Source: an optimization exercise on an open RTL-to-GDS flow (aim: small area). Production flows keep margins and buffers that such runs may drop. RTL that was checked went through simulation tests only; none was proved equivalent to the original.

==> run a: inputs <==
==> flow/design.v <==
module bank_htu #(
  parameter int NUM_WAYS = 2
) (
  input  logic        clk_i,
  input  logic        rst_i,
  input  logic        wb_cyc_i,
  input  logic        wb_stb_i,
  input  logic        wb_we_i,
  input  logic [31:0] wb_adr_i,
  input  logic [31:0] wb_dat_i,
  output logic [31:0] wb_dat_o,
  output logic        wb_ack_o
);
  localparam int NL = 32;
  logic        ack_q;
  logic        pend_q;     
  logic [7:0]  res_q;      
  logic [21:0] tag_q   [NL];
  logic [2:0]  code_q  [NL];
  logic [NL-1:0] valid_q;
  logic [15:0] rr_q;
  logic [21:0] tag_in;
  logic [3:0]  set_idx;
  logic        half;
  logic [1:0]  op;
  logic        cmd_req;
  logic        cmd;
  assign tag_in  = wb_adr_i[31:10];
  assign set_idx = wb_adr_i[9:6];
  assign half    = wb_adr_i[5];
  assign op      = wb_dat_i[1:0];
  assign cmd_req = wb_cyc_i & wb_stb_i & ~ack_q;
  assign cmd     = cmd_req & wb_we_i;
  logic [15:0] set_oh;
  always_comb begin
    for (int s = 0; s < 16; s++) set_oh[s] = (set_idx == 4'(s));
  end
  logic [21:0] tag0, tag1;
  logic [2:0]  code0, code1;
  logic        v0, v1, rr;
  always_comb begin
    tag0  = '0; tag1  = '0;
    code0 = '0; code1 = '0;
    v0    = 1'b0; v1  = 1'b0;
    rr    = 1'b0;
    for (int s = 0; s < 16; s++) begin
      tag0  = tag0  | ({22{set_oh[s]}} & tag_q[2*s]);
      tag1  = tag1  | ({22{set_oh[s]}} & tag_q[2*s+1]);
      code0 = code0 | ({3{set_oh[s]}}  & code_q[2*s]);
      code1 = code1 | ({3{set_oh[s]}}  & code_q[2*s+1]);
      v0    = v0    | (set_oh[s] & valid_q[2*s]);
      v1    = v1    | (set_oh[s] & valid_q[2*s+1]);
      rr    = rr    | (set_oh[s] & rr_q[s]);
    end
  end
  function automatic logic [3:0] decode(input logic [2:0] c);
    logic v0, v1, d0, d1;
    v0 = c[2] | ~c[1];
    v1 = c[2] |  c[1];
    d0 = c[2] ? c[1] : (~c[1] & c[0]);
    d1 = c[2] ? c[0] : ( c[1] & c[0]);
    decode = {d1, v1, d0, v0};
  endfunction
  function automatic logic [3:0] hit_next(input logic [3:0] st, input logic [1:0] o,
                                          input logic h);
    logic v0, v1, d0, d1;
    v0 = st[0];
    d0 = st[1];
    v1 = st[2];
    d1 = st[3];
    case (o)
      2'd0: begin  
        if (h) v1 = 1'b1; else v0 = 1'b1;
      end
      2'd1: begin  
        if (h) begin v1 = 1'b1; d1 = 1'b1; end
        else   begin v0 = 1'b1; d0 = 1'b1; end
      end
      2'd2: begin  
        d0 = 1'b0; d1 = 1'b0;
      end
      default: begin  
        v0 = 1'b0; d0 = 1'b0;
        v1 = 1'b0; d1 = 1'b0;
      end
    endcase
    hit_next = {d1, v1, d0, v0};
  endfunction
  logic       hit0, hit1, hit, alloc, victim, way;
  logic [3:0] st0, st1, hn0, hn1, an, nst;
  logic       vdirty;
  assign st0 = decode(code0);
  assign st1 = decode(code1);
  assign hn0 = hit_next(st0, op, half);
  assign hn1 = hit_next(st1, op, half);
  assign an  = {half & op[0], half, ~half & op[0], ~half};
  assign hit0   = v0 & (tag0 == tag_in);
  assign hit1   = v1 & (tag1 == tag_in);
  assign hit    = hit0 | hit1;
  assign alloc  = ~op[1] & ~hit;
  assign victim = v0 & (~v1 | rr);
  assign way    = hit1 | (alloc & victim);
  assign vdirty = alloc & v0 & v1 & (rr ? (st1[3] | st1[1]) : (st0[3] | st0[1]));
  assign nst    = ({4{hit0}} & hn0) | ({4{hit1}} & hn1) | ({4{alloc}} & an);
  logic [7:0] res_d;
  assign res_d[0] = hit;
  assign res_d[1] = way;
  assign res_d[2] = alloc;
  assign res_d[3] = vdirty;
  assign res_d[5:4] = {nst[1], nst[0] & ~nst[1]};
  assign res_d[7:6] = {nst[3], nst[2] & ~nst[3]};
  always_ff @(posedge clk_i or posedge rst_i) begin
    if (rst_i) begin
      ack_q  <= 1'b0;
      pend_q <= 1'b0;
      res_q  <= '0;
    end
    else begin
      ack_q  <= cmd_req;
      pend_q <= cmd;
      if (cmd) res_q <= res_d;
    end
  end
  logic       w_touch, w_way;
  logic       w_v0, w_v1, w_d0, w_d1, w_valid;
  logic [2:0] w_code;
  assign w_touch = pend_q & (res_q[0] | res_q[2]);
  assign w_way   = res_q[1];
  assign w_d0    = res_q[5];
  assign w_v0    = res_q[5] | res_q[4];
  assign w_d1    = res_q[7];
  assign w_v1    = res_q[7] | res_q[6];
  assign w_valid = w_v0 | w_v1;             
  assign w_code[2] = w_v0 & w_v1;
  assign w_code[1] = (w_v0 & w_v1) ? w_d0 : w_v1;
  assign w_code[0] = w_v0 ? (w_v1 ? w_d1 : w_d0) : w_d1;
  logic [NL-1:0] we;
  logic [1:0]    wsel;
  assign wsel = {w_touch & w_way, w_touch & ~w_way};
  always_comb begin
    for (int l = 0; l < NL; l++) we[l] = set_oh[l/2] & wsel[l%2];
  end
  for (genvar l = 0; l < NL; l++) begin : g_line
    logic keep;
    assign keep = valid_q[l] & ~we[l];
    always_ff @(posedge clk_i) begin
      tag_q[l]  <= (tag_q[l]  & {22{keep}}) | (tag_in & {22{we[l]}});
      code_q[l] <= (code_q[l] & {3{keep}})  | (w_code & {3{we[l]}});
    end
  end
  always_ff @(posedge clk_i or posedge rst_i) begin
    if (rst_i) valid_q <= '0;
    else begin
      for (int l = 0; l < NL; l++) begin
        if (we[l]) valid_q[l] <= w_valid;
      end
    end
  end
  logic rr_adv;
  assign rr_adv = pend_q & res_q[2] & v0 & v1;
  always_ff @(posedge clk_i or posedge rst_i) begin
    if (rst_i) rr_q <= '0;
    else       rr_q <= rr_q ^ (set_oh & {16{rr_adv}});
  end
  assign wb_ack_o = ack_q;
  assign wb_dat_o = {23'd0, res_q[7:4], res_q[3], res_q[2], 1'b0, res_q[1], res_q[0]};
endmodule
==> flow/flow/run.sh <==
#!/bin/bash
# Own flow: ORFS synthesis as synth_recipe.tcl runs it, but with an area-oriented
# abc script for the combinational logic (registers are mapped before abc, so
# they keep the standard synthesis's names and cells); then the standard
# layout from floorplan to finish, with larger clock-tree clusters, no CTS dummy
# loads, and the largest plain buffers kept out of buffering and repair.
set -euo pipefail
W=$PWD
export MY_ABC_SCRIPT=$W/flow/area.abc
make -C "$FLOW_HOME" DESIGN_CONFIG=$W/config.mk WORK_HOME=$W/orfs CLKGATE_MAP_FILE= \
  SYNTH_SCRIPT=$W/flow/synth.tcl synth > $W/synth.log 2>&1
export CTS_ARGS="-sink_clustering_enable -repair_clock_nets -buf_list sky130_fd_sc_hd__clkbuf_16 -sink_clustering_size 22 -sink_clustering_max_diameter 80 -dont_use_dummy_load"
# The platform's own don't-use list, plus the big buffers. On make's command
# line it replaces the platform's list, so that list is repeated here.
PLATFORM_DONT_USE="$(make -s -C "$FLOW_HOME" DESIGN_CONFIG=$W/config.mk WORK_HOME=$W/orfs print-DONT_USE_CELLS | sed -n 's/^DONT_USE_CELLS: //p')"
EXTRA_DONT_USE="sky130_fd_sc_hd__buf_6 sky130_fd_sc_hd__buf_8 sky130_fd_sc_hd__buf_12 sky130_fd_sc_hd__buf_16 sky130_fd_sc_hd__bufbuf_8 sky130_fd_sc_hd__bufbuf_16"
echo "DONT_USE_CELLS: $PLATFORM_DONT_USE $EXTRA_DONT_USE" > $W/dont_use.log
bash standard.sh "DONT_USE_CELLS=$PLATFORM_DONT_USE $EXTRA_DONT_USE" finish > $W/layout.log 2>&1
==> flow/flow/area.abc <==
strash; &get -n; &st; &dch; &nf -R 1000; &put; strash; &get -n; &st; &dch; &nf -R 1000; &put; strash; &get -n; &st; &dch; &nf -R 1000; &put; strash; &get -n; &st; &dch; &nf -R 1000; &put
==> flow/flow/synth.tcl <==
# Same as synth_recipe.tcl, except that the final abc call runs flow/area.abc.
proc synth {args} { yosys synth -nofsm -noshare {*}$args }
proc abc {args} {
  set i [lsearch -exact $args -script]
  if {$i >= 0} { lset args [expr {$i + 1}] $::env(MY_ABC_SCRIPT) }
  yosys abc {*}$args
}
source $::env(SCRIPTS_DIR)/synth.tcl
# left out here: clear keep_hierarchy, flatten, clean up, hide names made inside functions, write 1_2_yosys.v
==> flow/standard.sh <==
#!/bin/bash
# synth_recipe.tcl (not shown) runs the flow's synth.tcl, then flattens the netlist and writes it again
# the make line also repeats each setting of config.mk as NAME=value (left out here)
make -C /OpenROAD-flow-scripts/flow DESIGN_CONFIG=/design/flow/config.mk WORK_HOME=/design/flow/orfs CLKGATE_MAP_FILE= SYNTH_SCRIPT=/design/flow/synth_recipe.tcl "${@:-finish}"
==> flow/config.mk <==
export PLATFORM = sky130hd
export DESIGN_NAME = bank_htu
export DESIGN_NICKNAME = bank_htu
export VERILOG_FILES = /design/flow/design.v
export SDC_FILE = /design/flow/constraint.sdc
export NUM_CORES = 4
export LEC_CHECK = 0
export CAP_MARGIN = 10
export CORE_MARGIN = 2
export CORE_UTILIZATION = 55
export GPL_TIMING_DRIVEN = 0
export PLACE_DENSITY = 0.7
export SETUP_SLACK_MARGIN = 0.15
export SLEW_MARGIN = 10
==> flow/constraint.sdc <==
create_clock -name core_clock -period 5.0 [get_ports {clk_i}]
set_input_delay 1.0000 -clock core_clock [delete_from_list [all_inputs] [get_ports {clk_i}]]
set_output_delay 1.0000 -clock core_clock [all_outputs]
set_load 0.01 [all_outputs]
==> run b (differences from run a) <==
==> flow/design.v (replaced) <==
module bank_htu #(
  parameter int NUM_WAYS = 2
) (
  input  logic        clk_i,
  input  logic        rst_i,
  input  logic        wb_cyc_i,
  input  logic        wb_stb_i,
  input  logic        wb_we_i,
  input  logic [31:0] wb_adr_i,
  input  logic [31:0] wb_dat_i,
  output logic [31:0] wb_dat_o,
  output logic        wb_ack_o
);
  localparam int NL = 32;
  logic        ack_q;
  logic [7:0]  res_q;      
  logic [21:0] tag_q   [NL];
  logic [2:0]  code_q  [NL];
  logic [NL-1:0] valid_q;
  logic [15:0] rr_q;
  logic [21:0] tag_in;
  logic [3:0]  set_idx;
  logic        half;
  logic [1:0]  op;
  logic        cmd_req;
  logic        cmd;
  assign tag_in  = wb_adr_i[31:10];
  assign set_idx = wb_adr_i[9:6];
  assign half    = wb_adr_i[5];
  assign op      = wb_dat_i[1:0];
  assign cmd_req = wb_cyc_i & wb_stb_i & ~ack_q;
  assign cmd     = cmd_req & wb_we_i;
  logic [15:0] set_oh;
  always_comb begin
    for (int s = 0; s < 16; s++) set_oh[s] = (set_idx == 4'(s));
  end
  logic [21:0] tag0, tag1;
  logic [2:0]  code0, code1;
  logic        v0, v1, rr;
  always_comb begin
    tag0  = '0; tag1  = '0;
    code0 = '0; code1 = '0;
    v0    = 1'b0; v1  = 1'b0;
    rr    = 1'b0;
    for (int s = 0; s < 16; s++) begin
      tag0  = tag0  | ({22{set_oh[s]}} & tag_q[2*s]);
      tag1  = tag1  | ({22{set_oh[s]}} & tag_q[2*s+1]);
      code0 = code0 | ({3{set_oh[s]}}  & code_q[2*s]);
      code1 = code1 | ({3{set_oh[s]}}  & code_q[2*s+1]);
      v0    = v0    | (set_oh[s] & valid_q[2*s]);
      v1    = v1    | (set_oh[s] & valid_q[2*s+1]);
      rr    = rr    | (set_oh[s] & rr_q[s]);
    end
  end
  logic hit0, hit1, hit, alloc, victim, way, touch;
  logic [2:0] code_sel;
  logic       v_sel;
  logic       hv0, hv1, d0, d1;        
  logic       nv0, nv1, nd0, nd1;      
  logic       nvalid;
  logic [2:0] ncode;
  logic       vdirty;
  assign hit0   = v0 & (tag0 == tag_in);
  assign hit1   = v1 & (tag1 == tag_in);
  assign hit    = hit0 | hit1;
  assign alloc  = ~op[1] & ~hit;
  assign victim = v0 & (~v1 | rr);
  assign way    = hit ? hit1 : (alloc & victim);
  assign touch  = hit | alloc;
  assign code_sel = way ? code1 : code0;
  assign v_sel    = way ? v1 : v0;
  assign hv0 = code_sel[2] | ~code_sel[1];
  assign hv1 = code_sel[2] |  code_sel[1];
  assign d0  = code_sel[2] ? code_sel[1] : (~code_sel[1] & code_sel[0]);
  assign d1  = code_sel[2] ? code_sel[0] : ( code_sel[1] & code_sel[0]);
  assign vdirty = alloc & v_sel & (d0 | d1);
  always_comb begin
    nv0 = hv0; nd0 = d0;
    nv1 = hv1; nd1 = d1;
    nvalid = 1'b1;
    if (alloc) begin
      nv0 = ~half; nd0 = ~half & op[0];
      nv1 =  half; nd1 =  half & op[0];
    end
    else begin
      case (op)
        2'd0: begin  
          if (half) nv1 = 1'b1; else nv0 = 1'b1;
        end
        2'd1: begin  
          if (half) begin nv1 = 1'b1; nd1 = 1'b1; end
          else      begin nv0 = 1'b1; nd0 = 1'b1; end
        end
        2'd2: begin  
          nd0 = 1'b0; nd1 = 1'b0;
        end
        default: begin  
          nv0 = 1'b0; nd0 = 1'b0;
          nv1 = 1'b0; nd1 = 1'b0;
          nvalid = 1'b0;
        end
      endcase
    end
  end
  assign ncode[2] = nv0 & nv1;
  assign ncode[1] = (nv0 & nv1) ? nd0 : nv1;
  assign ncode[0] = nv0 ? (nv1 ? nd1 : nd0) : nd1;
  logic [7:0] res_d;
  assign res_d[0] = hit;
  assign res_d[1] = way;
  assign res_d[2] = alloc;
  assign res_d[3] = vdirty;
  assign res_d[5:4] = touch ? {nd0, nv0 & ~nd0} : 2'b00;
  assign res_d[7:6] = touch ? {nd1, nv1 & ~nd1} : 2'b00;
  logic [NL-1:0] we;
  logic [1:0]    wsel;
  assign wsel = {touch & way, touch & ~way};
  always_comb begin
    for (int l = 0; l < NL; l++) we[l] = cmd & set_oh[l/2] & wsel[l%2];
  end
  for (genvar l = 0; l < NL; l++) begin : g_line
    logic keep;
    assign keep = valid_q[l] & ~we[l];
    always_ff @(posedge clk_i) begin
      tag_q[l]  <= (tag_q[l]  & {22{keep}}) | (tag_in & {22{we[l]}});
      code_q[l] <= (code_q[l] & {3{keep}})  | (ncode  & {3{we[l]}});
    end
  end
  always_ff @(posedge clk_i or posedge rst_i) begin
    if (rst_i) valid_q <= '0;
    else begin
      for (int l = 0; l < NL; l++) begin
        if (we[l]) valid_q[l] <= nvalid;
      end
    end
  end
  logic rr_adv;
  assign rr_adv = cmd & alloc & v0 & v1;
  always_ff @(posedge clk_i or posedge rst_i) begin
    if (rst_i) rr_q <= '0;
    else       rr_q <= rr_q ^ (set_oh & {16{rr_adv}});
  end
  always_ff @(posedge clk_i or posedge rst_i) begin
    if (rst_i) begin
      ack_q <= 1'b0;
      res_q <= '0;
    end
    else begin
      ack_q <= cmd_req;
      if (cmd) res_q <= res_d;
    end
  end
  assign wb_ack_o = ack_q;
  assign wb_dat_o = {23'd0, res_q[7:4], res_q[3], res_q[2], 1'b0, res_q[1], res_q[0]};
endmodule
==> flow/flow/run.sh (replaced) <==
#!/bin/bash
# Own flow: ORFS synthesis as synth_recipe.tcl runs it, but with an area-oriented
# abc script for the combinational logic (registers are mapped before abc, so
# they keep the standard synthesis's names and cells); then the standard
# layout from floorplan to finish.
set -euo pipefail
W=$PWD
export MY_ABC_SCRIPT=$W/flow/area.abc
make -C "$FLOW_HOME" DESIGN_CONFIG=$W/config.mk WORK_HOME=$W/orfs CLKGATE_MAP_FILE= \
  SYNTH_SCRIPT=$W/flow/synth.tcl synth > $W/synth.log 2>&1
bash standard.sh finish > $W/layout.log 2>&1
==> flow/flow/area.abc (replaced) <==
strash; &get -n; &dch; &nf -a; &put
==> flow/config.mk (replaced) <==
export PLATFORM = sky130hd
export DESIGN_NAME = bank_htu
export DESIGN_NICKNAME = bank_htu
export VERILOG_FILES = /design/flow/design.v
export SDC_FILE = /design/flow/constraint.sdc
export NUM_CORES = 4
export LEC_CHECK = 0
export CAP_MARGIN = 20
export CORE_MARGIN = 2
export CORE_UTILIZATION = 40
export SLEW_MARGIN = 20
==> run c (differences from run a) <==
==> flow/flow/run.sh (replaced) <==
#!/bin/bash
# Own flow: ORFS synthesis as synth_recipe.tcl runs it, but with an area-oriented
# abc script for the combinational logic (registers are mapped before abc, so
# they keep the standard synthesis's names and cells); then the standard
# layout from floorplan to finish, with clock tree synthesis told not to add
# dummy loads.
set -euo pipefail
W=$PWD
export MY_ABC_SCRIPT=$W/flow/area.abc
make -C "$FLOW_HOME" DESIGN_CONFIG=$W/config.mk WORK_HOME=$W/orfs CLKGATE_MAP_FILE= \
  SYNTH_SCRIPT=$W/flow/synth.tcl synth > $W/synth.log 2>&1
export CTS_ARGS="-sink_clustering_enable -repair_clock_nets -buf_list sky130_fd_sc_hd__clkbuf_4 -dont_use_dummy_load"
bash standard.sh finish > $W/layout.log 2>&1
--- a/flow/config.mk
+++ b/flow/config.mk
@@ -7,8 +7,7 @@
 export LEC_CHECK = 0
 export CAP_MARGIN = 10
 export CORE_MARGIN = 2
-export CORE_UTILIZATION = 55
+export CORE_UTILIZATION = 40
 export GPL_TIMING_DRIVEN = 0
-export PLACE_DENSITY = 0.7
 export SETUP_SLACK_MARGIN = 0.15
 export SLEW_MARGIN = 10
==> results_dict.tcl <==
set metrics [dict create \
    first_global_vias 25400 \
    power.combinational.fraction 0.096 \
    fp.coreArea_um2 54100 \
    design.die.area_um2 56900 \
    power_density_nw_per_um2 350 \
    timing.max_slew.rel_slack 0.196 \
    crit-reg2reg-capture "res_q[5]$_DFFE_PP0P_" \
    setup-violations-final 0 \
    layout.cell_area.non_filler_um2 33900 \
    synth_top_cells_by_count "sky130_fd_sc_hd__a22o_1 (807), sky130_fd_sc_hd__dfxtp_1 (800), sky130_fd_sc_hd__a222oi_1 (161)" \
    drt-total-wl_mm 111 \
    status "timing/DRC/antenna clean" \
    cpMostUsedCell "sky130_fd_sc_hd__buf_4" \
    crit_path_launch "wb_adr_i[9]" \
    cp_data_required_time_ps 5500 \
]
The numbers above come from run a.

==> results_dict.tcl <==
set metrics [dict create \
    cpMostUsedCell "sky130_fd_sc_hd__buf_4" \
    setup-violations-final 441 \
    final.setup.worst_slack_ps -321 \
    fp.coreArea_um2 77200 \
    crit-reg2reg-capture "code_q[21][0]$_DFF_P_" \
    status "finished with violations" \
    timing.max_slew.rel_slack 0.413 \
    design.die.area_um2 80000 \
    check.faults "negative setup slack" \
    first_global_vias 29100 \
]
The numbers above come from run b.

==> results_dict.tcl <==
set metrics [dict create \
    top_flop_regs "tag_q: 704 flops, code_q: 96 flops, valid_q: 32 flops" \
    status "timing/DRC/antenna clean" \
    drt_antenna_net_count 0 \
    design.die.area_um2 77800 \
    synth_top_cells_by_count "sky130_fd_sc_hd__a22o_1 (807), sky130_fd_sc_hd__dfxtp_1 (800), sky130_fd_sc_hd__a222oi_1 (161)" \
    yosys.area_share.adder 0 \
    setup-violations-final 0 \
    crit-reg2reg-capture "res_q[6]$_DFFE_PP0P_" \
    layout.cell_area.non_filler_um2 36500 \
    cp_data_required_time_ps 5930 \
    first_global_vias 27600 \
    power_density_nw_per_um2 349 \
    crit_path_launch "wb_adr_i[8]" \
    top_power_group "sequential cells" \
    main_combinational_cell_family_by_area_after_synthesis "compound AO/OA/AOI/OAI gates" \
]
The numbers above come from run c.

For run b, only the layout was checked, not whether the RTL still works.

[port drivers added, routing unchanged]
No port has a modelled driver above. Below, the same layouts with a new extraction and two added sets of constraints. Step 1 sets driving cells, clkbuf_16 on the clock port and buf_2 on the other inputs (assumed; they add their load-dependent delay and slew). Step 2 moves the port delays by t, midway between the first and last clock arrival at a register: inputs arrive t later, outputs are due t later. That takes back most of the time a late clock gives input paths. Slacks: ideal ports / drivers / drivers and shift; pairs: ideal ports / drivers.
run | shift t [ns] | setup WS [ns] | clock arrival spread, ns | worst data-port slew with drivers (ns)
run a | 0.663 | 0.254 / 0.243 / -0.419 | 0.032 / 0.033 | 0.07
run b | 0.704 | -0.321 / -0.288 / -0.992 | 0.030 / 0.030 | 0.05
run c | 1.078 | 0.280 / 0.321 / -0.757 | 0.083 / 0.084 | 0.06
With both steps, setup timing fails in run a and run c, where it was met with ideal ports. The setup slack of run c, which loses most, moves by +0.041 ns with the drivers and by -1.037 ns with both steps.
